This is an optimization exercise on Yosys and OpenROAD, whose aim is small area, a short achievable clock period and few clock cycles per item, not a production implementation. The RTL was checked by simulation tests, not by an equivalence proof against the original design. Power is estimated from default activity; no workload was simulated.

build 76:
==> flow/design.v (excerpt) <==
module planar_pose_dead_reckoning_top (
    input  logic                    i_clk,
    input  logic                    i_rst_n,
    input  logic                    i_valid,
    output logic                    o_ready,
    input  logic signed [VEL_W-1:0] i_linear_velocity,
    input  logic signed [VEL_W-1:0] i_angular_velocity,
    input  logic [DT_W-1:0]         i_step_time,
    output logic                    o_valid,
    input  logic                    i_ready,
    output logic signed [POS_W-1:0] o_pos_x,
    output logic signed [POS_W-1:0] o_pos_y,
    output logic [HEAD_W-1:0]       o_heading,
    output logic signed [VEL_W-1:0] o_speed_echo,
    output logic signed [VEL_W-1:0] o_turn_rate_echo,
    output logic                    o_saturated
);
Settings: LEC_CHECK=0, CAP_MARGIN=20, CORE_MARGIN=2, CORE_UTILIZATION=65, SLEW_MARGIN=20, TNS_END_PERCENT=5; clock period 12.5 ns.
standard.sh (not shown) runs the stock make flow with config.mk's settings and CLKGATE_MAP_FILE= SYNTH_SCRIPT=/design/flow/synth_recipe.tcl, a recipe that flattens the netlist after the stock synthesis.
==> flow/flow/run.sh <==
#!/bin/bash
# The standard layout (standard.sh, unchanged synthesis and steps), with
# the timing repair aiming 6.5 ns below the clock period instead of at it; the
# clock period and constraints are the design's. make's full output goes to
# make_finish.log here, and each ORFS step's log to orfs/logs/.
set -euo pipefail
bash standard.sh SETUP_SLACK_MARGIN=6.5 finish > make_finish.log 2>&1
Build 76 did not stop at any stage, and its layout met the timing, DRC and antenna checks.
Testbench counts of build 76, summed over its fixed seeds: cycles 50,560, items 2,400.
## Diff of input files: build 16 against build 76
==> flow/flow/run.sh <==
#!/bin/bash
# The standard layout (standard.sh, unchanged synthesis and steps), with
# the timing repair aiming 7 ns below the clock period instead of at it; the
# clock period and constraints are the design's. make's full output goes to
# make_finish.log here, and each ORFS step's log to orfs/logs/.
set -euo pipefail
bash standard.sh SETUP_SLACK_MARGIN=7 finish > make_finish.log 2>&1
Results
Having completed the whole flow, build 16 delivered a layout that passed the timing, DRC and antenna checks.
Higher final standard cell utilization of the core goes to build 16 over build 76.
Compared with build 76, the router placed more vias in build 16.
The synthesized area on build 76 is in line with that on build 16.
[compare] base=build 76 new=build 16: clock-cell share of area closely matched the old numbers; worst hold slack climbed 0.0092 ns.
Build 76 → build 16: overall power higher, non-clock buffer count up about 17%, maximum frequency higher.
Count of clock-buffer cells in the layout in build 16 vs build 76: down 2
The fraction of area in multi-input gates number comes out higher for build 76 vs build 16.
Edits applied to the flow inputs when going from build 16 to build 94:
==> flow/flow/run.sh <==
#!/bin/bash
# The standard layout (standard.sh, unchanged synthesis and steps), with
# the timing repair aiming 9 ns below the clock period instead of at it; the
# clock period and constraints are the design's. make's full output goes to
# make_finish.log here, and each ORFS step's log to orfs/logs/.
set -euo pipefail
bash standard.sh SETUP_SLACK_MARGIN=9 finish > make_finish.log 2>&1
### Flow results
Going from build 16 to build 94, worst-case clock skew rose 0.0069 ns, total wire length up 4.5%, overall power after layout +1.2 mW. Build 94 completed every stage of the flow, and the final layout passed the timing, DRC and antenna checks. Build 16: flow completed, timing, DRC and antenna clean. Summary — period utilization, build 94 relative to build 16: higher, by 1.3 points. Build 16 has lower total met3 wirelength after detailed routing than build 94. Comparing build 16 and build 94, first-pass GRT wire length is higher on build 94. Against build 16 as the reference, build 94 delivers a lower worst setup slack. Number of non-clock buffers in the layout (build 94 / build 16): 1.3.
Changes in build 66 relative to build 94:
==> flow/flow/run.sh <==
#!/bin/bash
# The standard layout (standard.sh, unchanged synthesis and steps), with
# the timing repair aiming 7.5 ns below the clock period instead of at it; the
# clock period and constraints are the design's. make's full output goes to
# make_finish.log here, and each ORFS step's log to orfs/logs/.
set -euo pipefail
bash standard.sh SETUP_SLACK_MARGIN=7.5 finish > make_finish.log 2>&1
==> comparison <==
Compared to build 94, build 66 has sequential share of layout area 0.54 points higher. Build 66 — area added between synthesis and finish 2.8 points lower, build 94 as reference. Taking build 94 as the reference point, the part of the power in registers of build 66 rises by 0.7 points. Diff build 66 and build 94: wire length per cell lower in build 66. Total power: build 66 below build 94.
[inputs] build 56 vs build 66
Settings: changing CORE_UTILIZATION from 65 to 72.
==> flow/flow/run.sh <==
#!/bin/bash
# The standard layout (standard.sh, unchanged synthesis and steps), with
# the timing repair aiming 7 ns below the clock period instead of at it; the
# clock period and constraints are the design's. make's full output goes to
# make_finish.log here, and each ORFS step's log to orfs/logs/.
set -euo pipefail
bash standard.sh SETUP_SLACK_MARGIN=7 finish > make_finish.log 2>&1
### Flow results
Overall power consumption ended up 1.1% lower on build 56 than on build 66.
In the reports for build 66 and build 56, the larger met3 layer wire length in the routed design belongs to build 56.
Compared with build 66, non-clock buffer count in build 56 decreased by more than 10%.
Of build 56 and build 66, it is build 56 that has the higher worst stage delay on the critical path.
Going from build 66 to build 56, wire length increased by 1.3% relative to the old numbers; storage element area neither gained nor lost much; post-layout worst setup margin lost 0.18 ns; routed length per placed instance up 4.4%.
Layout clock buffer count (build 56 vs. build 66) decreases by more than 10%
The sequential power on build 66 is in line with that on build 56.
Run comparison: build 66 timing startpoint of the critical path u_cordic.r_j[1]$_SDFFE_PP0N_; build 56 timing startpoint of the critical path r_sm[2]$_DFF_P_
Relative to build 66, the final cell area reported for build 56 is lower.

what the ideal ports hide:
How much do the figures lean on ideal ports? The routed layouts below were timed once more, with nothing changed but the port constraints.
Step 1 sets driving cells, clkbuf_16 on the clock port and buf_2 on the other inputs (assumed; they add their load-dependent delay and slew).
Step 2 adds t to the input delays and takes it off the output delays; t is the mean of the earliest and latest rising clock arrival at the registers after step 1. Input paths then give back, and output paths get back, about the clock's delay inside the block.
Slacks: ideal / step 1 / step 2; pairs: ideal / step 1.
run	t, ns	slack for setup (ns)	slew at the worst register clock pin (ns)
build 76	0.733	6.501 / 6.501 / 6.501	0.07 / 0.07
build 16	0.718	6.893 / 6.893 / 6.893	0.07 / 0.07
build 94	0.725	6.733 / 6.733 / 6.733	0.07 / 0.07
build 66	0.726	6.942 / 6.942 / 6.942	0.07 / 0.07
build 56	0.714	6.761 / 6.761 / 6.761	0.07 / 0.07
After both steps every run listed still meets setup and hold.
